From an optimization exercise on the open Yosys and OpenROAD flow, aimed at small area, a short achievable clock period and few clock cycles per item; shortcuts taken in it are not production practice. The RTL was checked by simulation tests, not by an equivalence proof against the original design. Power and IR drop assume default switching activity.

==> flow/design.v <==
package dm_pkg;
   localparam int unsigned CNT_W = 4;
   typedef logic [CNT_W-1:0] dm_cnt_t;
   typedef enum logic [1:0] {
      IDLE = 2'd0,
      WAIT = 2'd1,
      RESP = 2'd2
   } dm_state_t;
   typedef struct packed {
      logic misaligned;     
      logic out_of_range;   
      logic bad_cmd;        
   } dm_err_t;
   function automatic dm_err_t dm_check(input logic [31:0] addr,
                                        input logic        rd,
                                        input logic        wr,
                                        input int unsigned depth);
      dm_err_t e;
      e.misaligned   = (addr[1:0] != 2'b00);
      e.out_of_range = ({2'b00, addr[31:2]} >= depth);
      e.bad_cmd      = (rd == wr);
      dm_check = e;
   endfunction
endpackage
module dm_array (
   input  logic        clk,
   input  logic [7:0]  i_wrow,
   input  logic [7:0]  i_rrow,
   input  logic [7:0]  i_col,
   input  logic [31:0] i_wdata,
   output logic [31:0] o_rdata
);
   logic [31:0] r_mem [64];
   logic [31:0] w_row_data [8];
   always_ff @(posedge clk) begin
      for (int w = 0; w < 64; w++) begin
         if (i_wrow[w/8] && i_col[w%8]) r_mem[w] <= i_wdata;
      end
   end
   always_comb begin
      o_rdata = '0;
      for (int r = 0; r < 8; r++) begin
         w_row_data[r] = '0;
         for (int c = 0; c < 8; c++) w_row_data[r] = w_row_data[r] | (r_mem[8*r+c] & {32{i_col[c]}});
         o_rdata = o_rdata | (w_row_data[r] & {32{i_rrow[r]}});
      end
   end
endmodule
module dm_responder #(
   parameter int unsigned DEPTH = 64
) (
   input  logic        clk,
   input  logic        rst_n,
   input  logic        req_valid,
   output logic        req_ready,
   input  logic [31:0] req_addr,
   input  logic [31:0] req_wdata,
   input  logic        req_read,
   input  logic        req_write,
   output logic        rsp_valid,
   input  logic        rsp_ready,
   output logic [31:0] rsp_rdata,
   output logic        rsp_err
);
   logic        r_s1_valid;
   logic [7:0]  r_s1_wrow;      
   logic [7:0]  r_s1_rrow;      
   logic [7:0]  r_s1_col;       
   logic        r_s1_err;
   logic [31:0] r_s1_wdata;
   logic        r_rsp_valid;
   logic        r_rsp_err;
   logic [31:0] r_rsp_rdata;
   dm_pkg::dm_err_t w_err;
   logic        w_bad;
   logic        w_s2_free;
   logic        w_s1_free;
   logic [7:0]  w_row;
   logic [7:0]  w_col;
   logic [31:0] w_rdata;
   assign w_err     = dm_pkg::dm_check(req_addr, req_read, req_write, DEPTH);
   assign w_bad     = |w_err;
   assign w_s2_free = !r_rsp_valid || rsp_ready;
   assign w_s1_free = !r_s1_valid || w_s2_free;
   always_comb begin
      for (int i = 0; i < 8; i++) begin
         w_row[i] = (req_addr[7:5] == 3'(i));
         w_col[i] = (req_addr[4:2] == 3'(i));
      end
   end
   dm_array u_array (
      .clk     (clk),
      .i_wrow  (r_s1_wrow),
      .i_rrow  (r_s1_rrow),
      .i_col   (r_s1_col),
      .i_wdata (r_s1_wdata),
      .o_rdata (w_rdata)
   );
   always_ff @(posedge clk or negedge rst_n) begin
      if (!rst_n) begin
         r_s1_valid  <= 1'b0;
         r_s1_wrow   <= '0;
         r_rsp_valid <= 1'b0;
      end else begin
         if (w_s1_free) begin
            r_s1_valid <= req_valid;
            r_s1_wrow  <= (req_valid && req_write && !w_bad) ? w_row : '0;
         end
         if (w_s2_free) begin
            r_rsp_valid <= r_s1_valid;
         end
      end
   end
   always_ff @(posedge clk) begin
      if (w_s1_free) begin
         r_s1_rrow  <= (req_read && !w_bad) ? w_row : '0;
         r_s1_col   <= w_col;
         r_s1_err   <= w_bad;
         r_s1_wdata <= req_wdata;
      end
      if (w_s2_free) begin
         r_rsp_err   <= r_s1_err;
         r_rsp_rdata <= w_rdata;
      end
   end
   assign req_ready = w_s1_free;
   assign rsp_valid = r_rsp_valid;
   assign rsp_err   = r_rsp_err;
   assign rsp_rdata = r_rsp_rdata;
endmodule
==> flow/constraint.sdc <==
create_clock -name core_clock -period 4.5 [get_ports {clk}]
set_input_delay 0.9000 -clock core_clock [delete_from_list [all_inputs] [get_ports {clk}]]
set_output_delay 0.9000 -clock core_clock [all_outputs]
set_load 0.01 [all_outputs]
==> flow/run.sh <==
#!/bin/bash
# synth_recipe.tcl (not shown) runs the flow's synth.tcl, then flattens the netlist and writes it again
# the make line also repeats each setting of config.mk as NAME=value (left out here)
make -C /OpenROAD-flow-scripts/flow DESIGN_CONFIG=/design/flow/config.mk WORK_HOME=/design/flow/orfs CLKGATE_MAP_FILE= SYNTH_SCRIPT=/design/flow/synth_recipe.tcl finish
==> flow/config.mk <==
export PLATFORM = sky130hd
export DESIGN_NAME = dm_responder
export DESIGN_NICKNAME = dm_responder
export VERILOG_FILES = /design/flow/design.v
export SDC_FILE = /design/flow/constraint.sdc
export NUM_CORES = 4
export LEC_CHECK = 0
export CAP_MARGIN = 20
export CORE_MARGIN = 2
export CORE_UTILIZATION = 60
export CTS_BUF_LIST = sky130_fd_sc_hd__clkbuf_16
export CTS_CLUSTER_DIAMETER = 60
export CTS_CLUSTER_SIZE = 40
export PLACE_DENSITY = 0.7
export SETUP_SLACK_MARGIN = 2.2
export SLEW_MARGIN = 20
==> results.cfg, run 1 <==
[outcome]
status = timing/DRC/antenna clean

[floorplan]
start_util_pct = 60.6
die_area_um2 = 130000
die_y_um = 361
die_w_um = 361
io_pins = 105
fp.coreArea_um2 = 126000
row_count = 130

[timing]
slew_headroom_pct = 21.6
setup_viol = 0
hold_violations = 0
finalSetupTns_ns = 0
max_freq_mhz = 371
fin_skew_ns = 0.0423
worst_pin_slew_ns = 1.18
rsz0062_at_grt = yes
min_period_ns = 2.69
fin_crit_sh_pct = 59.8
report.final.slew_viol_count = 0

[synthesis]
synthCells = 3958
yosysWarnings = 4
synthDistinctLibCells = 28
syn_area_per_cell_um2 = 19.3
synth-edff-count = 2130
synth_nets = 4028
syn_area_um2 = 76400
synthArstFlopShare_pct = 0.467
synth_top_flop_cell = edfxtp_1
seq_area_frac_synth_pct = 84.0
ys_seq_elements = 2140

[worst_setup_path]
criticalPathCategory = flop to primary output
arrival_ns = 1.79
r2r_start = r_s1_col[0]
path_buf_inv = 1
reg2reg_slack_ns = 1.97
cpMaxStageDelayCell = edfxtp_1
worstPathMaxFanout = 2
reg2reg_to = r_rsp_rdata[13]
crit_path_end_kind = primary output
worstPathCellList = buf_2
crit_path_start_kind = flop
slowest_delay_ns = 0.77
rr_worst_depth = 7
critPathRequiredTime_ns = 3.60
cpLargestDelayFamily = flip-flops

[clocking]
postCtsHoldBufs = 0
clk_latency_ns = 0.80
h-tree-depth = 4
clk_pin_slew_worst_paths_ns = 0.10
cts_buffer_depth = 3
cts_buffers = 132
cts_root_buffer = clkbuf_16
cts_tree = done
clock-sinks = 2140

[power]
internal_power_uw = 29800
ir_drop_v = 0.000428
p_sw_uw = 9450
pwr-share-seq_pct = 56.8
power_density_nw_per_um2 = 443
clockPowerShare_pct = 33.7
p_leak_uw = 0.0272
p_sw_share_pct = 24.1
combPwrFrac_pct = 9.5

[drt]
first_pass_iters = 6
avgRoutedWirePerCell_um = 38.0
drt-vias-per-instance = 7.40
wirelength_um = 228000
vias = 44400
ant_nets = 0
drtIter0Drc = 7813
drc = 0

[finish]
nNetsFinal = 4303
post_route_cells_drive_above_1_share_pct = 19.5
syn_to_final_growth_pct = 15.8
final_cells = 5996

[placement]
gp_congestion = 0.817
hpwl_um = 112000
port_buffers = 104
dp.cells = 5604

[global_route]
track_usage_pct = 33.6
grt_max_degree = 83
gr-total-overflow = 0
grt_pass1_vias = 41400
antenna_found_initial = 15
grt_pass1_wl_um = 308000

[job]
max_cap_viol_count = 0

[hold_path]
hold_class = input pin to asynchronous set/reset pin
[Yosys cell counts (4+ instances only)]
cell / n / area [um2]
buf_1: 19 / 71.3
edfxtp_1: 2130 / 64000
a22oi_1: 1152 / 8650
clkbuf_1: 239 / 897
and2_1: 64 / 400
dfrtp_1: 10 / 250
nor2_1: 4 / 15.0
a22o_1: 4 / 35.0
nor4_1: 7 / 43.8
nor3b_1: 4 / 30.0
nand4_1: 290 / 1810
nand2_1: 5 / 18.8
nor3_1: 6 / 30.0
[layer usage]
| layer | vias to the layer above | track usage [%] | part of all wire, % |
|---|---|---|---|
| met5 | - | 0 | 0.12 |
| met1 | 22700 | 48.4 | 36 |
| met3 | 512 | 9.38 | 15 |
| li1 | 17500 | - | - |
| met2 | 3673 | 49.7 | 45 |
| met4 | 22 | 12.8 | 3.9 |
[cells in the final DEF, fill, tap and decap left out, drive strengths merged, types with 6 or more instances in the layout]
cell type | Yosys | final
buf | 19 | 302
clkdlybuf4s50 | 0 | 68
nand4 | 290 | 290
bufbuf | 0 | 11
dfrtp | 10 | 10
diode | 0 | 10
inv | 3 | 47
and2 | 64 | 64
edfxtp | 2130 | 2130
clkinv | 0 | 38
nor4 | 7 | 7
clkinvlp | 0 | 8
a22oi | 1152 | 1152
clkbuf | 239 | 153
bufinv | 0 | 10
nor3 | 6 | 6
[area by class of cell]
type / count / area [um2]
sequential: 2140 / 64200
inverter: 3 / 15.0
clock inverter: 100 / 1080
antenna: 10 / 25.0
fill: 7390 / 37600
tap: 1650 / 2060
multi-input combinational: 1557 / 12500
clock buffer: 137 / 3430
timing repair buffer: 399 / 5110
[state kept, by name, indices dropped and copies added, names as in the netlist]
signal and cells:
r_rsp_err 1, u_array.r_mem 2048, r_rsp_valid 1, r_s1_col 8
r_s1_valid 1, r_rsp_rdata 32, r_s1_err 1, r_s1_wrow 8
r_s1_rrow 8, r_s1_wdata 32
[logic make-up after synthesis]
family,count (synthesis),share of synthesized area (%)
AOI/OAI and AO/OA,1160,11.4
xor gates and xnor gates,1,0.0115
buffers and inverters,261,1.28
DFF,2140,84.0
and+or+nand+nor,396,3.25
[per-stage QoR]
| stage | cell area, um2 | hold slack (ns) | power [uW] | utilization, % | worst slack, ns |
|---|---|---|---|---|---|
| 6_report | 88500 | 0.422 | 39200 | 70.2 | 1.81 |
| 3_3_place_gp | 80000 | 0.450 | 25500 | 63.5 | 1.26 |
| 3_5_place_dp | 80100 | 0.436 | 25500 | 63.5 | 1.21 |
| 2_1_floorplan | 76400 | 0.400 | 24100 | - | 1.45 |
| 4_1_cts | 86500 | 0.403 | 38700 | 68.6 | 1.88 |
| 5_1_grt | 88400 | 0.437 | 40000 | 70.2 | 1.91 |
[power groups by stage]
stage / combinational (uW) / clock (uW) / sequential [uW]
floorplan: 1190 / 0 / 22900
global placement: 2690 / 0 / 22800
detailed placement: 2760 / 0 / 22800
CTS: 3210 / 13200 / 22300
global route: 3790 / 13900 / 22300
finish: 3710 / 13200 / 22300
[worst max path at each step]
| stage | from | end | slack [ns] | cells after the start |
|---|---|---|---|---|
| finish | r_rsp_rdata[13] | rsp_rdata[13] | 1.81 | 1 |
| global route | r_rsp_valid | req_ready | 1.91 | 4 |
| CTS | r_rsp_rdata[13] | rsp_rdata[13] | 1.88 | 1 |
| detailed placement | r_s1_col[0] | r_rsp_rdata[13] | 1.21 | 6 |
| global placement | r_s1_col[0] | r_rsp_rdata[13] | 1.26 | 6 |
| floorplan | rsp_ready | req_ready | 1.45 | 3 |
[what timing repair did]
item	in CTS	in global routing
cloned	24	21
buffers inserted	54	42
endpoints found under the setup margin	1828	480
pin swaps	37	188
resized for setup	331	234
Testbench counts, summed over its fixed seeds: cycles 3,216, items 3,200.
==> run 2: changes to the inputs <==
--- a/flow/design.v
+++ b/flow/design.v
@@ -70,4 +70,5 @@
    logic [31:0] r_s1_wdata;
    logic        r_rsp_valid;
+   logic        r_full;         
    logic        r_rsp_err;
    logic [31:0] r_rsp_rdata;
@@ -76,4 +77,6 @@
    logic        w_s2_free;
    logic        w_s1_free;
+   logic        w_s1_valid_nx;
+   logic        w_rsp_valid_nx;
    logic [7:0]  w_row;
    logic [7:0]  w_col;
@@ -82,5 +85,7 @@
    assign w_bad     = |w_err;
    assign w_s2_free = !r_rsp_valid || rsp_ready;
-   assign w_s1_free = !r_s1_valid || w_s2_free;
+   assign w_s1_free = !r_full || rsp_ready;
+   assign w_s1_valid_nx  = w_s1_free ? req_valid  : r_s1_valid;
+   assign w_rsp_valid_nx = w_s2_free ? r_s1_valid : r_rsp_valid;
    always_comb begin
       for (int i = 0; i < 8; i++) begin
@@ -102,5 +107,7 @@
          r_s1_wrow   <= '0;
          r_rsp_valid <= 1'b0;
+         r_full      <= 1'b0;
       end else begin
+         r_full <= w_s1_valid_nx && w_rsp_valid_nx;
          if (w_s1_free) begin
             r_s1_valid <= req_valid;
--- a/flow/config.mk
+++ b/flow/config.mk
@@ -10,7 +10,7 @@
 export CORE_UTILIZATION = 60
 export CTS_BUF_LIST = sky130_fd_sc_hd__clkbuf_16
-export CTS_CLUSTER_DIAMETER = 60
-export CTS_CLUSTER_SIZE = 40
+export CTS_CLUSTER_DIAMETER = 50
+export CTS_CLUSTER_SIZE = 30
 export PLACE_DENSITY = 0.7
-export SETUP_SLACK_MARGIN = 2.2
-export SLEW_MARGIN = 20
+export SETUP_SLACK_MARGIN = 2.0
+export SLEW_MARGIN = 70
==> run 2 against run 1 <==
Hold slack gained 0.066 ns. Critical path depth up 7. Global-route usage shrank 2.9 points. Highest routed layer unchanged. Die area barely moved. Clock skew decreased by 0.0056 ns. Total power grew 3.1%. Fmax increased by 6.1%. Via count decreased by 3.3%. Sequential power about the same.
==> results.cfg, run 2 <==
[placement]
placed_cell_area_um2 = 83100
gp_congestion = 0.800
dp_slack_ns = 1.32
hpwl_um = 115000
port_buffers = 104

[worst_setup_path]
critPathRequiredTime_ns = 5.04
slowest_delay_ns = 0.51
r2r_start = r_s1_col[1]
crit_path_start_kind = flop
arrival_ns = 3.08
worstPathMaxFanout = 38
cp_common_cell = buf_16
worstSetupStartpoint = r_s1_col[1]
crit_path_end_kind = flop
cpMaxStageDelayCell = edfxtp_1
criticalPathCategory = flop to flop
cpLargestDelayFamily = buffers and inverters
worstPathCellList = buf_12 > buf_16 > buf_16 > buf_16 > a22oi_2 > nand4_1 > a22oi_2 > nand4_1
path_buf_inv = 4

[drt]
drtIter0Drc = 6937
first_pass_iters = 6
vias = 42900
drt-vias-per-instance = 7.10
ant_nets = 0
drc = 0
wirelength_um = 203000
avgRoutedWirePerCell_um = 33.6

[clocking]
clk_pin_slew_worst_paths_ns = 0.09
clock-sinks = 2141
cts_buffer_depth = 3
cts_root_buffer = clkbuf_16
cts_buffers = 148
clk_latency_ns = 0.81
cts_tree = done
h-tree-depth = 4

[floorplan]
fp.coreArea_um2 = 126000
die_w_um = 361
die_area_um2 = 130000
start_util_pct = 60.7
row_count = 130
io_pins = 105
die_y_um = 361

[synthesis]
syn_area_per_cell_um2 = 19.3
synth.area.top_cells = edfxtp_1 (84%), a22oi_1 (11%), nand4_1 (2.4%)
synth-edff-count = 2130
synth_top_area_share_pct = 83.6
muxShareOfSynthArea_pct = 0
synthDistinctLibCells = 26
synthMostInstantiatedCell = edfxtp_1
synthArstFlopShare_pct = 0.514
yosysTopAreaCell = edfxtp_1
seq_area_frac_synth_pct = 84.0
synthXorXnorAreaFrac_pct = 0.0115
synthAdderAreaFrac_pct = 0
synth-compound-area-share_pct = 11.4
syn_area_um2 = 76500
ys_seq_elements = 2141
synth_top_family_by_area = compound AO/OA/AOI/OAI gates
synthCells = 3968
yosysWarnings = 4
synth_nets = 4038
ys_top_cells_by_count = edfxtp_1 (2,130), a22oi_1 (1,152), nand4_1 (289)
synth_top_flop_cell = edfxtp_1
synth-simple-area-share_pct = 3.30

[timing]
min_period_ns = 2.54
setup_viol = 0
worst_slack_ns = 1.96
fin_crit_sh_pct = 56.4
report.final.slew_viol_count = 0
finalSetupTns_ns = 0
rsz0062_at_grt = yes
slew_headroom_pct = 67.2
fin_skew_ns = 0.0367
worst_pin_slew_ns = 0.492
hold_violations = 0
max_freq_mhz = 394

[global_route]
antenna_found_initial = 9
track_usage_pct = 30.7
grt_max_degree = 69
grt_pass1_vias = 41100
grt_pass1_wl_um = 289000
gr-total-overflow = 0

[finish]
syn_to_final_growth_pct = 16.7
ff_latch_area_um2 = 64200
largest_registers = u_array.r_mem: 2048 flops, r_rsp_rdata: 32 flops, r_s1_wdata: 32 flops
fin_area_um2 = 89200
mostFrequentLayoutCell = edfxtp_1
final_util_pct = 70.8
largest_reg_flops = 2048
multi_input_area_um2 = 11600
top_register = u_array.r_mem
final_cell_mix = edfxtp_1 (2,130), a22oi_1 (1,107), nand4_1 (289)
post_route_cells_drive_above_1_share_pct = 16.3
nNetsFinal = 4342
nFillCells = 7407

[hold_path]
hold_class = input pin to asynchronous set/reset pin

[power]
total_power_uw = 40400
ir_drop_v = 0.000396
power_density_nw_per_um2 = 453
p_leak_uw = 0.0277

[job]
max_cap_viol_count = 0

[outcome]
status = timing/DRC/antenna clean
-- run 2: cell type report --
| cell class | count | share of cell area [%] |
|---|---|---|
| Antenna cell | 1 | 0.00280 |
| Clock buffer | 152 | 4.26 |
| Clock inverter | 122 | 1.77 |
| Inverter | 4 | 0.0210 |
| Multi-Input combinational cell | 1565 | 13.0 |
| Sequential cell | 2141 | 72.0 |
| Tap cell | 1650 | 2.31 |
| Timing Repair Buffer | 412 | 6.58 |
-- run 2: final timing paths --
check | cells past startpoint | slack, ns | endpoint
min reg2reg | 2 | 0.49 | r_s1_valid
max in group asynchronous | 2 | 3.78 | r_s1_wrow[7]
min in group core_clock | 2 | 0.49 | r_s1_valid
max reg2reg | 8 | 1.96 | r_rsp_rdata[16]
min | 2 | 0.49 | r_full
max | 8 | 1.96 | r_rsp_rdata[16]
-- run 2: routing by layer --
layer  vias to the layer above  part of all wire [%]  GRT usage (%)
li1                      17600                     -              -
met1                     22000                    38           44.4
met2                      3008                    47           47.3
met3                       313                    13           8.02
met4                        14                   2.2           8.11
met5                         -                 0.043              0
-- run 2: per-stage QoR --
stage	hold slack [ns]	std cells
after global routing	0.484	6046
after CTS	0.444	6007
after global placement	0.464	5595
after floorplan	0.400	3968
final	0.488	6047
after detailed placement	0.468	5726
-- run 2: power breakdown --
part / leakage (uW) / total [uW] / internal, uW / switching [uW]
sequential: 0.0194 / 22400 / 22200 / 141
combinational: 0.00573 / 3270 / 1080 / 2190
clock: 0.00263 / 14800 / 7640 / 7160
total: 0.0277 / 40400 / 30900 / 9490
-- run 2: cell families (layout without fill, tap and decap cells) --
kind of cell              count (synthesis)  in the layout
other                                     0              1
xor gates and xnor gates                  1              1
and+or+nand+nor                         404            404
buffers and inverters                   262            690
AOI/OAI and AO/OA                      1160           1160
DFF                                    2141           2141
-- run 2: repair_timing --
item,in CTS,in global routing
cloned,2,2
pin swaps,3,3
hold buffers,1,0
hold endpoints to repair,11,0
buffers inserted,4,3
gates resized for setup,111,20
endpoints found under the setup margin,43,22
Testbench counts of run 2, summed over its fixed seeds: cycles 3,216, items 3,200.
==> run 3: changes to the inputs <==
--- a/flow/config.mk
+++ b/flow/config.mk
@@ -13,4 +13,4 @@
 export CTS_CLUSTER_SIZE = 30
 export PLACE_DENSITY = 0.7
-export SETUP_SLACK_MARGIN = 2.0
+export SETUP_SLACK_MARGIN = 2.2
 export SLEW_MARGIN = 70
==> run 3 against run 2 <==
The layout now fails its checks (antenna violations). Critical endpoint is now req_ready. Critical path type is now input pin to primary output. Largest cell class unchanged. Cell area up 2.3%. Fmax up 1.1%. Register-to-register slack better by 0.06 ns. Total power down 0.20%. Die area unchanged. Flip-flop and latch count unchanged. Sequential share of layout area down 1.6 points. Non-clock buffer count up 73. Cell count up 1.2%. Core utilization up 1.7 points.
==> results.cfg, run 3 <==
[outcome]
status = finished with violations
violations = antenna violations

[finish]
mostFrequentLayoutCell = edfxtp_1
final_cells = 6122
final_cell_mix = edfxtp_1 (2,130), a22oi_1 (1,020), nand4_1 (289)
syn_to_final_growth_pct = 19.4
largest_reg_flops = 2048
post_route_cells_drive_above_1_share_pct = 19.8
largest_registers = u_array.r_mem: 2048 flops, r_rsp_rdata: 32 flops, r_s1_wdata: 32 flops
top_register = u_array.r_mem
nNetsFinal = 4414
nFillCells = 7031
final_util_pct = 72.4

[drt]
avgRoutedWirePerCell_um = 35.3
drt-vias-per-instance = 7.25
drtIter0Drc = 8184
wirelength_um = 216000
drc = 0
first_pass_iters = 7
vias = 44400
ant_nets = 1

[synthesis]
ys_seq_elements = 2141
syn_area_um2 = 76500
synthMostInstantiatedCell = edfxtp_1
syn_area_per_cell_um2 = 19.3
yosysWarnings = 4
yosysTopAreaCell = edfxtp_1
synth_top_area_share_pct = 83.6
synth-edff-count = 2130
synthCells = 3968
synthArstFlopShare_pct = 0.514
synth_top_flop_cell = edfxtp_1
synthDistinctLibCells = 26
synth_nets = 4038
seq_area_frac_synth_pct = 84.0
ys_top_cells_by_count = edfxtp_1 (2,130), a22oi_1 (1,152), nand4_1 (289)
synth.area.top_cells = edfxtp_1 (84%), a22oi_1 (11%), nand4_1 (2.4%)

[clocking]
clock-sinks = 2141
cts_buffers = 147
cts_tree = done
cts_root_buffer = clkbuf_16
clk_pin_slew_worst_paths_ns = 0.09
h-tree-depth = 4
cts_buffer_depth = 3
clk_latency_ns = 0.80

[global_route]
grt_pass1_wl_um = 297000
track_usage_pct = 31.7
grt_pass1_vias = 41900
grt_max_degree = 72
antenna_found_initial = 6
gr-total-overflow = 0

[timing]
max_freq_mhz = 399
fin_skew_ns = 0.0419
fin_crit_sh_pct = 55.8
hold_violations = 0
rsz0062_at_grt = yes
report.final.slew_viol_count = 0
slew_headroom_pct = 65.0
min_period_ns = 2.51
finalSetupTns_ns = 0
worst_pin_slew_ns = 0.525
worst_slack_ns = 1.99
setup_viol = 0

[floorplan]
die_y_um = 361
row_count = 130
start_util_pct = 60.7
die_area_um2 = 130000
io_pins = 105
die_w_um = 361
fp.coreArea_um2 = 126000

[placement]
gp_congestion = 0.815
port_buffers = 104
hpwl_um = 116000
dp.cells = 5724
dp_slack_ns = 1.28

[worst_setup_path]
arrival_ns = 1.61
criticalPathCategory = input pin to primary output
worstPathMaxFanout = 2
crit_path_end_kind = primary output
critPathRequiredTime_ns = 3.60
crit_path_start_kind = input pin

[power]
p_leak_uw = 0.0285
ir_drop_v = 0.000372
total_power_uw = 40300
power_density_nw_per_um2 = 442

[hold_path]
hold_class = input pin to asynchronous set/reset pin

[job]
max_cap_viol_count = 0
-- run 3: changes by cell type in the layout (fill, tap and decap cells not counted), moves of 13 or more --
cell / before / now
buf_6: 23 / 36
bufinv_16: 20 / 6
buf_8: 29 / 42
a22oi_1: 1107 / 1020
buf_16: 80 / 114
clkbuf_16: 154 / 171
a22oi_2: 45 / 132
-- run 3: cell type report --
type / count / area [um2] / share of cell area (%)
inverter: 4 / 18.8 / 0.0206
antenna: 6 / 15.0 / 0.0164
clock buffer: 150 / 3750 / 4.11
multi-input combinational: 1565 / 12100 / 13.2
sequential: 2141 / 64200 / 70.4
clock inverter: 121 / 1340 / 1.47
tap: 1650 / 2060 / 2.26
timing repair buffer: 485 / 7780 / 8.53
-- run 3: metal layers --
metal	share of wire (%)	vias up	global-route usage, %
met5	0.035	-	0
met4	2.8	10	8.71
met3	14	442	8.16
met2	47	3473	49.6
met1	36	22700	45.0
li1	-	17800	-
-- run 3: logic make-up after synthesis --
kind of cell,Yosys count,share of synthesized area (%)
DFF,2141,84.0
buffers and inverters,262,1.30
and+or+nand+nor,404,3.30
xor gates and xnor gates,1,0.0115
AOI/OAI and AO/OA,1160,11.4
-- run 3: through the flow --
stage / hold slack [ns] / cell area (um2)
floorplan: 0.400 / 76500
global placement: 0.465 / 79800
detailed placement: 0.480 / 83600
CTS: 0.470 / 89500
global route: 0.500 / 91300
finish: 0.493 / 91300
-- run 3: worst paths after layout --
| path | slack, ns | startpoint | to | cells after the start |
|---|---|---|---|---|
| worst min register to register | 0.52 | r_s1_valid | r_s1_valid | 2 |
| max in group asynchronous | 3.76 | rst_n | r_s1_wrow[3] | 2 |
| worst max register to register | 2.02 | r_s1_col[5] | r_rsp_rdata[5] | 8 |
| worst min-delay path | 0.49 | rst_n | r_s1_wrow[5] | 2 |
| min in group core_clock | 0.52 | r_s1_valid | r_s1_valid | 2 |
| worst max-delay path | 1.99 | rsp_ready | req_ready | 4 |
-- run 3: repair_timing --
item | in CTS | in global routing
gates cloned | 17 | 21
endpoints found under the setup margin | 105 | 92
setup buffers | 24 | 22
hold buffers | 1 | 0
resized for setup | 196 | 129
hold endpoints to repair | 11 | 0
pin swaps | 28 | 70
-- run 3: critical path: stages --
cell and delay (ns):
dlygate4sd2_1 0.27, nor2b_4 0.19, clkinvlp_4 0.12, buf_6 0.13
-- run 3: report_power, final --
group	total, uW	leakage [uW]	internal, uW	switching, uW
Sequential	22400	0.0194	22200	159
Clock	14200	0.00248	6850	7360
Combinational	3750	0.00661	1330	2420
Total	40300	0.0285	30400	9950
==> run 4: changes to the inputs <==
--- a/flow/config.mk
+++ b/flow/config.mk
@@ -10,7 +10,7 @@
 export CORE_UTILIZATION = 60
 export CTS_BUF_LIST = sky130_fd_sc_hd__clkbuf_16
-export CTS_CLUSTER_DIAMETER = 50
-export CTS_CLUSTER_SIZE = 30
+export CTS_CLUSTER_DIAMETER = 60
+export CTS_CLUSTER_SIZE = 40
 export PLACE_DENSITY = 0.7
-export SETUP_SLACK_MARGIN = 2.2
-export SLEW_MARGIN = 70
+export SETUP_SLACK_MARGIN = 2.0
+export SLEW_MARGIN = 20
==> run 4 against run 3 <==
The run now finishes clean. Die area is the same. Wire length shrank 8.9%. Sequential share of layout area up 5.4 points. Register-to-register slack worse by 0.06 ns. Global-route usage decreased by 1.6 points. Critical path type is now flop to flop.
==> results.cfg, run 4 <==
[outcome]
status = timing/DRC/antenna clean

[drt]
drt-vias-per-instance = 7.16
avgRoutedWirePerCell_um = 33.8
vias = 41800
drc = 0
drtIter0Drc = 6520
wirelength_um = 197000
first_pass_iters = 6
ant_nets = 0

[worst_setup_path]
arrival_ns = 3.03
slowest_delay_ns = 0.62
cpMaxStageDelayCell = a22oi_1
worstPathCellList = clkbuf_16 > a22oi_1 > nand4_1 > a22oi_1 > nand4_1
worstPathMaxFanout = 121
criticalPathCategory = flop to flop
crit_path_end_kind = flop
critPathRequiredTime_ns = 4.99
crit_path_start_kind = flop

[clocking]
clk_pin_slew_worst_paths_ns = 0.09
cts_buffer_depth = 3
cts_root_buffer = clkbuf_16
cts_buffers = 133
clock-sinks = 2141
clk_latency_ns = 0.78
postCtsHoldBufs = 0
cts_tree = done
h-tree-depth = 4

[floorplan]
start_util_pct = 60.7
die_area_um2 = 130000
row_count = 130
io_pins = 105
fp.coreArea_um2 = 126000
die_y_um = 361
die_w_um = 361

[timing]
worst_pin_slew_ns = 1.13
fin_skew_ns = 0.0376
finalSetupTns_ns = 0
worst_slack_ns = 1.96
rsz0062_at_grt = yes
hold_violations = 0
setup_viol = 0
fin_crit_sh_pct = 56.5
slew_headroom_pct = 25.0
min_period_ns = 2.54
report.final.slew_viol_count = 0
max_freq_mhz = 393

[synthesis]
ys_top_cells_by_count = edfxtp_1 (2,130), a22oi_1 (1,152), nand4_1 (289)
synth_top_flop_cell = edfxtp_1
yosysWarnings = 4
synth-edff-count = 2130
yosysTopAreaCell = edfxtp_1
seq_area_frac_synth_pct = 84.0
synthMostInstantiatedCell = edfxtp_1
synthDistinctLibCells = 26
syn_area_um2 = 76500
synthArstFlopShare_pct = 0.514
synth_top_area_share_pct = 83.6
syn_area_per_cell_um2 = 19.3
ys_seq_elements = 2141
synth_nets = 4038
synthCells = 3968
synth.area.top_cells = edfxtp_1 (84%), a22oi_1 (11%), nand4_1 (2.4%)

[hold_path]
hold_class = input pin to asynchronous set/reset pin

[placement]
dp_slack_ns = 1.32
hpwl_um = 104000
dp.cells = 5595
gp_congestion = 0.800
port_buffers = 104

[global_route]
antenna_found_initial = 10
track_usage_pct = 30.1
gr-total-overflow = 0
grt_max_degree = 122
grt_pass1_wl_um = 282000
grt_pass1_vias = 40200

[finish]
final_cells = 5838
final_util_pct = 67.3
mostFrequentLayoutCell = edfxtp_1
nNetsFinal = 4159
syn_to_final_growth_pct = 10.9
top_register = u_array.r_mem
largest_reg_flops = 2048
largest_registers = u_array.r_mem: 2048 flops, r_rsp_rdata: 32 flops, r_s1_wdata: 32 flops
final_cell_mix = edfxtp_1 (2,130), a22oi_1 (1,118), nand4_1 (289)
post_route_cells_drive_above_1_share_pct = 11.5

[power]
total_power_uw = 38500
ir_drop_v = 0.000379
p_leak_uw = 0.0258
power_density_nw_per_um2 = 454

[job]
max_cap_viol_count = 0
==> run 4: cell count changes in the layout (fill, tap and decap cells not counted), moves of 17 or more <==
cell and delta:
a22oi_1 +98, a22oi_2 -98, and2_2 +28, and2_4 -28, buf_12 -30, buf_16 -113, buf_2 -37, buf_4 +36
buf_6 -31, buf_8 -40, clkbuf_16 -35, clkdlybuf4s15_1 +17
==> run 4: area by class of cell <==
cell class	instances	area, um2
Sequential cell	2141	64200
Multi-Input combinational cell	1565	11500
Antenna cell	1	2.50
Timing Repair Buffer	244	2370
Tap cell	1650	2060
Clock buffer	135	3380
Clock inverter	98	1200
Inverter	4	18.8
Fill cell	7988	41200
==> run 4: critical path, delay by kind of cell, from the launching register on <==
| family | cells | cell delay [ns] |
|---|---|---|
| AO/OA/AOI/OAI | 2 | 0.94 |
| buffers and inverters | 1 | 0.34 |
| flip-flops | 1 | 0.46 |
| AND/OR/NAND/NOR | 2 | 0.32 |
==> run 4: per-layer routing <==
metal | share of wire, % | global-route usage, % | vias to the layer above
met2 | 47 | 46.3 | 2793
li1 | - | - | 17200
met5 | 0.035 | 0 | -
met4 | 1.9 | 7.50 | 10
met1 | 39 | 44.3 | 21600
met3 | 12 | 6.94 | 263
==> run 4: worst paths after layout <==
kind / startpoint / endpoint / slack [ns] / depth (start not counted)
max: r_s1_col[1] / r_rsp_rdata[4] / 1.96 / 5
min: rst_n / r_rsp_valid / 0.45 / 1
max reg2reg: r_s1_col[1] / r_rsp_rdata[4] / 1.96 / 5
min reg2reg: r_s1_valid / r_s1_valid / 0.49 / 2
max in group asynchronous: rst_n / r_s1_wrow[2] / 3.72 / 1
min in group core_clock: r_s1_valid / r_s1_valid / 0.49 / 2
==> run 4: metrics by stage <==
stage	cell area, um2	hold slack [ns]
global route	84800	0.481
finish	84800	0.450
global placement	79900	0.464
CTS	84600	0.429
detailed placement	79900	0.468
floorplan	76500	0.400
==> run 4: where the power goes <==
group | internal [uW] | total, uW | switching, uW
Sequential | 22200 | 22400 | 151
Combinational | 843 | 2940 | 2090
Clock | 6420 | 13200 | 6810
Total | 29500 | 38500 | 9050
==> run 4: cell families (layout without fill, tap and decap cells) <==
kind of cell,count (synthesis),after routing,share of synthesized area (%)
flops,2141,2141,84.0
other cells,0,1,0
simple gates,404,404,3.30
compound gates,1160,1160,11.4
xor+xnor,1,1,0.0115
buf+inv,262,481,1.30
==> run 4: what timing repair did <==
| action | CTS | global route |
|---|---|---|
| gates cloned | 0 | 0 |
| buffers inserted | 7 | 0 |
| setup endpoints to repair | 572 | 195 |
| gates resized for setup | 104 | 47 |
==> run 5: changes to the inputs <==
--- a/flow/config.mk
+++ b/flow/config.mk
@@ -13,4 +13,4 @@
 export CTS_CLUSTER_SIZE = 40
 export PLACE_DENSITY = 0.7
-export SETUP_SLACK_MARGIN = 2.0
+export SETUP_SLACK_MARGIN = 1.9
 export SLEW_MARGIN = 20
==> run 5 against run 4 <==
Clock power about the same. Clock skew fell by 0.0012 ns. Combinational power shrank 2%. Sequential power is essentially flat. Worst setup slack got worse by 0.11 ns. Non-clock buffer count did not move. Critical path depth did not move. Sequential share of layout area is 0.15 points higher. Synthesized cell count did not move. Global-route usage is essentially flat. Total power down 0.18%. Register-to-register slack got worse by 0.11 ns. Critical endpoint is now r_rsp_rdata[15]. Largest cell class unchanged.
==> results.cfg, run 5 <==
[floorplan]
fp.coreArea_um2 = 126000
die_y_um = 361
die_area_um2 = 130000
start_util_pct = 60.7
io_pins = 105
row_count = 130
die_w_um = 361

[worst_setup_path]
critPathRequiredTime_ns = 5.00
reg2reg_to = r_rsp_rdata[15]
crit_path_start_kind = flop
r2r_start = r_s1_col[7]
reg2reg_slack_ns = 1.85
arrival_ns = 3.15
rr_worst_depth = 5
worstPathMaxFanout = 106
crit_path_end_kind = flop
criticalPathCategory = flop to flop

[finish]
syn_to_final_growth_pct = 10.7
largest_registers = u_array.r_mem: 2048 flops, r_rsp_rdata: 32 flops, r_s1_wdata: 32 flops
fin_area_um2 = 84700
nFillCells = 8012
post_route_cells_drive_above_1_share_pct = 10.7
ff_latch_area_um2 = 64200
largest_reg_flops = 2048
nNetsFinal = 4159
final_cell_mix = edfxtp_1 (2,130), a22oi_1 (1,141), nand4_1 (289)
multi_input_area_um2 = 11400
final_util_pct = 67.2
top_register = u_array.r_mem
mostFrequentLayoutCell = edfxtp_1

[synthesis]
synthCells = 3968
synthDistinctLibCells = 26
ys_top_cells_by_count = edfxtp_1 (2,130), a22oi_1 (1,152), nand4_1 (289)
seq_area_frac_synth_pct = 84.0
synthArstFlopShare_pct = 0.514
synth_top_area_share_pct = 83.6
syn_area_per_cell_um2 = 19.3
yosysTopAreaCell = edfxtp_1
syn_area_um2 = 76500
synthMostInstantiatedCell = edfxtp_1
ys_seq_elements = 2141
synth.area.top_cells = edfxtp_1 (84%), a22oi_1 (11%), nand4_1 (2.4%)
synth_top_flop_cell = edfxtp_1
yosysWarnings = 4
synth-edff-count = 2130
synth_nets = 4038

[timing]
setup_viol = 0
max_freq_mhz = 377
report.final.slew_viol_count = 0
slew_headroom_pct = 23.9
worst_hold_slack_ns = 0.450
rsz0062_at_grt = yes
worst_pin_slew_ns = 1.14
fin_skew_ns = 0.0364
hold_violations = 0
fin_crit_sh_pct = 58.9
min_period_ns = 2.65
finalSetupTns_ns = 0

[clocking]
cts_root_buffer = clkbuf_16
clk_latency_ns = 0.77
clock-sinks = 2141
cts_buffers = 133
cts_tree = done
cts_buffer_depth = 3
clk_pin_slew_worst_paths_ns = 0.09
h-tree-depth = 4
postCtsHoldBufs = 0

[placement]
gp_congestion = 0.800
hpwl_um = 104000
placed_cell_area_um2 = 79900
port_buffers = 104

[power]
ir_drop_v = 0.000380
p_leak_uw = 0.0258
power_density_nw_per_um2 = 454

[global_route]
antenna_found_initial = 14
grt_pass1_wl_um = 282000
grt_max_degree = 122
track_usage_pct = 30.1
grt_pass1_vias = 40300
gr-total-overflow = 0

[drt]
first_pass_iters = 6
drt-vias-per-instance = 7.13
ant_nets = 0
avgRoutedWirePerCell_um = 33.6
drtIter0Drc = 6715
wirelength_um = 196000
vias = 41600
drc = 0

[outcome]
status = timing/DRC/antenna clean

[hold_path]
hold_class = input pin to asynchronous set/reset pin

[job]
max_cap_viol_count = 0
==> run 5: cells by family after synthesis <==
family / count (synthesis) / share of synthesized area, %
buffers and inverters: 262 / 1.30
and+or+nand+nor: 404 / 3.30
DFF: 2141 / 84.0
AOI/OAI and AO/OA: 1160 / 11.4
xor gates and xnor gates: 1 / 0.0115
==> run 5: final cells by class <==
type                       instances  share of cell area (%)
clock buffer                     135                    3.99
multi-input combinational       1565                    13.5
clock inverter                    98                    1.42
tap                             1650                    2.44
sequential                      2141                    75.9
antenna                            2                 0.00591
timing repair buffer             244                    2.77
inverter                           4                  0.0222
==> run 5: worst max-delay path by stage <==
stage | startpoint | endpoint | depth (start not counted)
2_1_floorplan | rsp_ready | req_ready | 3
3_3_place_gp | rsp_ready | req_ready | 5
3_5_place_dp | rsp_ready | req_ready | 5
4_1_cts | rsp_ready | req_ready | 5
5_1_grt | r_s1_col[3] | r_rsp_rdata[21] | 6
6_report | r_s1_col[7] | r_rsp_rdata[15] | 5
==> run 5: timing repair <==
item / 4_1_cts / 5_1_grt
pin swaps: 0 / 0
setup buffers: 5 / 2
endpoints found under the setup margin: 338 / 111
cloned: 0 / 0
resized for setup: 52 / 18
==> run 5: stage by stage <==
stage	setup WS (ns)	total power (uW)	std cells
3_5_place_dp	1.32	25700	5595
6_report	1.85	38500	5839
2_1_floorplan	1.75	24300	3968
3_3_place_gp	1.27	25600	5595
5_1_grt	1.90	39400	5837
4_1_cts	1.73	38500	5833
==> run 5: report_power, final <==
| group | internal [uW] | switching (uW) | total [uW] |
|---|---|---|---|
| Combinational | 822 | 2070 | 2890 |
| Clock | 6420 | 6780 | 13200 |
| Sequential | 22200 | 148 | 22400 |
==> run 5: metal layers <==
layer | up-vias | part of all wire, % | GRT usage, %
li1 | 17200 | - | -
met1 | 21400 | 39 | 44.2
met2 | 2774 | 47 | 46.4
met3 | 311 | 12 | 6.95
met4 | 12 | 2.2 | 7.52
met5 | - | 0.041 | 0
==> run 5: critical path, stage by stage, from the launching register on <==
cell,delay [ns]
edfxtp_1,0.51
buf_12,0.29
a22oi_1,0.34
nand4_1,0.16
a22oi_1,0.71
nand4_1,0.17
==> run 6: changes to the inputs <==
--- a/flow/config.mk
+++ b/flow/config.mk
@@ -12,5 +12,5 @@
 export CTS_CLUSTER_DIAMETER = 60
 export CTS_CLUSTER_SIZE = 40
-export PLACE_DENSITY = 0.7
-export SETUP_SLACK_MARGIN = 1.9
+export PLACE_DENSITY = 0.75
+export SETUP_SLACK_MARGIN = 2.0
 export SLEW_MARGIN = 20
==> run 6 against run 5 <==
First-iteration DRC count up 13%. Clock skew up 0.017 ns. Hold slack better by 0.020 ns. Largest power group unchanged.
==> results.cfg, run 6 <==
[outcome]
status = timing/DRC/antenna clean

[worst_setup_path]
critPathRequiredTime_ns = 4.97
crit_path_start_kind = flop
worstPathMaxFanout = 110
cpLargestDelayFamily = compound AO/OA/AOI/OAI gates
worstPathCellList = buf_16 > a22oi_1 > nand4_1 > a22oi_1 > nand4_1
arrival_ns = 3.05
slowest_delay_ns = 0.69
path_buf_inv = 1
crit_path_end_kind = flop
cpMaxStageDelayCell = a22oi_1
criticalPathCategory = flop to flop

[global_route]
gr-total-overflow = 0
track_usage_pct = 29.9
grt_pass1_vias = 41300
grt_max_degree = 111
grt_pass1_wl_um = 281000
antenna_found_initial = 10

[placement]
gp_congestion = 0.820
port_buffers = 104
placed_cell_area_um2 = 80100
hpwl_um = 104000

[timing]
slew_headroom_pct = 22.8
min_period_ns = 2.59
max_freq_mhz = 386
report.final.slew_viol_count = 0
fin_crit_sh_pct = 57.5
finalSetupTns_ns = 0
rsz0062_at_grt = yes
worst_pin_slew_ns = 1.16
hold_violations = 0
setup_viol = 0
fin_skew_ns = 0.0531

[job]
max_cap_viol_count = 0

[power]
ir_drop_v = 0.000316
power_density_nw_per_um2 = 455
p_leak_uw = 0.0259

[floorplan]
die_w_um = 361
die_area_um2 = 130000
die_y_um = 361
start_util_pct = 60.7
fp.coreArea_um2 = 126000
row_count = 130
io_pins = 105

[synthesis]
ys_top_cells_by_count = edfxtp_1 (2,130), a22oi_1 (1,152), nand4_1 (289)
syn_area_per_cell_um2 = 19.3
synth_nets = 4038
synthCells = 3968
synth.area.top_cells = edfxtp_1 (84%), a22oi_1 (11%), nand4_1 (2.4%)
yosysTopAreaCell = edfxtp_1
synthDistinctLibCells = 26
synth_top_area_share_pct = 83.6
syn_area_um2 = 76500
synth_top_flop_cell = edfxtp_1
synthMostInstantiatedCell = edfxtp_1
yosysWarnings = 4
synth-edff-count = 2130
ys_seq_elements = 2141
seq_area_frac_synth_pct = 84.0
synthArstFlopShare_pct = 0.514

[clocking]
clk_latency_ns = 0.79
cts_buffers = 134
cts_buffer_depth = 3
cts_root_buffer = clkbuf_16
h-tree-depth = 4
clk_pin_slew_worst_paths_ns = 0.09
clock-sinks = 2141
cts_tree = done

[drt]
ant_nets = 0
vias = 42400
wirelength_um = 197000
drtIter0Drc = 7569
drt-vias-per-instance = 7.23
first_pass_iters = 9
avgRoutedWirePerCell_um = 33.5
drc = 0

[finish]
largest_registers = u_array.r_mem: 2048 flops, r_rsp_rdata: 32 flops, r_s1_wdata: 32 flops
final_cell_mix = edfxtp_1 (2,130), a22oi_1 (1,119), nand4_1 (289)
post_route_cells_drive_above_1_share_pct = 11.8
top_register = u_array.r_mem
largest_reg_flops = 2048
syn_to_final_growth_pct = 11.2
mostFrequentLayoutCell = edfxtp_1
nNetsFinal = 4179
fin_area_um2 = 85100

[hold_path]
hold_class = input pin to asynchronous set/reset pin
-- run 6: cell counts after synthesis --
Identical to the previous run, type by type.
-- run 6: path summary, 6_finish.rpt --
kind                                  start               to  slack (ns)  depth (start not counted)
worst max-delay path            r_s1_col[3]  r_rsp_rdata[11]        1.91                          5
worst min-delay path                  rst_n     r_s1_wrow[7]        0.47                          1
worst max register to register  r_s1_col[3]  r_rsp_rdata[11]        1.91                          5
worst min register to register   r_s1_valid       r_s1_valid        0.51                          2
max in group asynchronous             rst_n     r_s1_wrow[2]        3.69                          1
min in group core_clock          r_s1_valid       r_s1_valid        0.51                          2
-- run 6: final cells by class --
cell class / count / area, um2
flip-flops and latches: 2141 / 64200
fillers: 7679 / 41000
multi-input cells: 1565 / 11500
clock buffers: 137 / 3430
repair buffers: 263 / 2640
well taps: 1650 / 2060
clock inverters: 102 / 1140
inverters: 4 / 18.8
diodes: 4 / 10.0
-- run 6: kinds of logic (layout without fill, tap and decap cells) --
group           after synthesis  after routing  share of synthesized area (%)
compound gates             1160           1160                           11.4
simple gates                404            404                           3.30
flops                      2141           2141                           84.0
xor+xnor                      1              1                         0.0115
other cells                   0              4                              0
buf+inv                     262            506                           1.30
-- run 6: through the flow --
step	total power, uW	instances	setup slack (ns)	hold slack (ns)	utilization [%]
global route	39500	5863	1.91	0.486	67.5
detailed placement	25700	5608	1.33	0.489	63.5
global placement	25600	5605	1.31	0.470	63.5
finish	38700	5866	1.91	0.470	67.5
floorplan	24300	3968	1.75	0.400	-
CTS	38600	5856	1.92	0.449	67.3
-- run 6: per-layer routing --
metal / global-route usage [%] / up-vias / wire length (um) / share of wire (%)
met3: 7.79 / 334 / 27300 / 14
met2: 46.7 / 3247 / 93100 / 47
li1: - / 17200 / - / -
met1: 42.0 / 21600 / 71700 / 36
met5: 0 / - / 68 / 0.035
met4: 8.83 / 10 / 4610 / 2.3
-- run 6: worst register-to-register path, cell delays in order, from the launching register on --
cell and delay [ns]:
edfxtp_1 0.57, buf_16 0.37, a22oi_1 0.34, nand4_1 0.11, a22oi_1 0.69, nand4_1 0.19
-- run 6: repair_timing --
action                                  CTS  global route
hold endpoints to repair                  0             0
endpoints found under the setup margin  619           122
gates cloned                              0             1
pin swaps                                 1             3
gates resized for setup                 108            39
setup buffers                             9             2
hold buffers                              0             0
-- run 6: report_power, final --
group | leakage [uW] | internal, uW | switching (uW)
sequential | 0.0194 | 22200 | 139
combinational | 0.00426 | 870 | 2160
clock | 0.00225 | 6590 | 6690

separate check: timing with driven ports:
How much do the figures lean on ideal ports? The routed layouts below were timed once more, with nothing changed but the port constraints. Step 1 sets driving cells, clkbuf_16 on the clock port and buf_2 on the other inputs (assumed; they add their load-dependent delay and slew). Step 2, shift: input delay + t, output delay - t, t = (earliest + latest rising clock arrival at the registers) / 2. This alone moves slack from input paths to output paths. Three values: ideal ports, drivers, drivers and shift; two values: the first two.
| run | t, ns | slack for setup (ns) | worst data-port slew with drivers (ns) |
|---|---|---|---|
| run 1 | 0.850 | 1.807 / 1.728 / 1.687 | 0.05 |
| run 2 | 0.871 | 1.963 / 1.914 / 1.562 | 0.19 |
| run 3 | 0.861 | 1.991 / 1.936 / 1.580 | 0.15 |
| run 4 | 0.839 | 1.958 / 1.931 / 1.600 | 0.19 |
| run 5 | 0.837 | 1.848 / 1.848 / 1.590 | 0.21 |
| run 6 | 0.841 | 1.912 / 1.912 / 1.594 | 0.35 |
For run 3, which loses most, drivers alone change the setup slack by -0.055 ns; drivers and shift together by -0.411 ns.
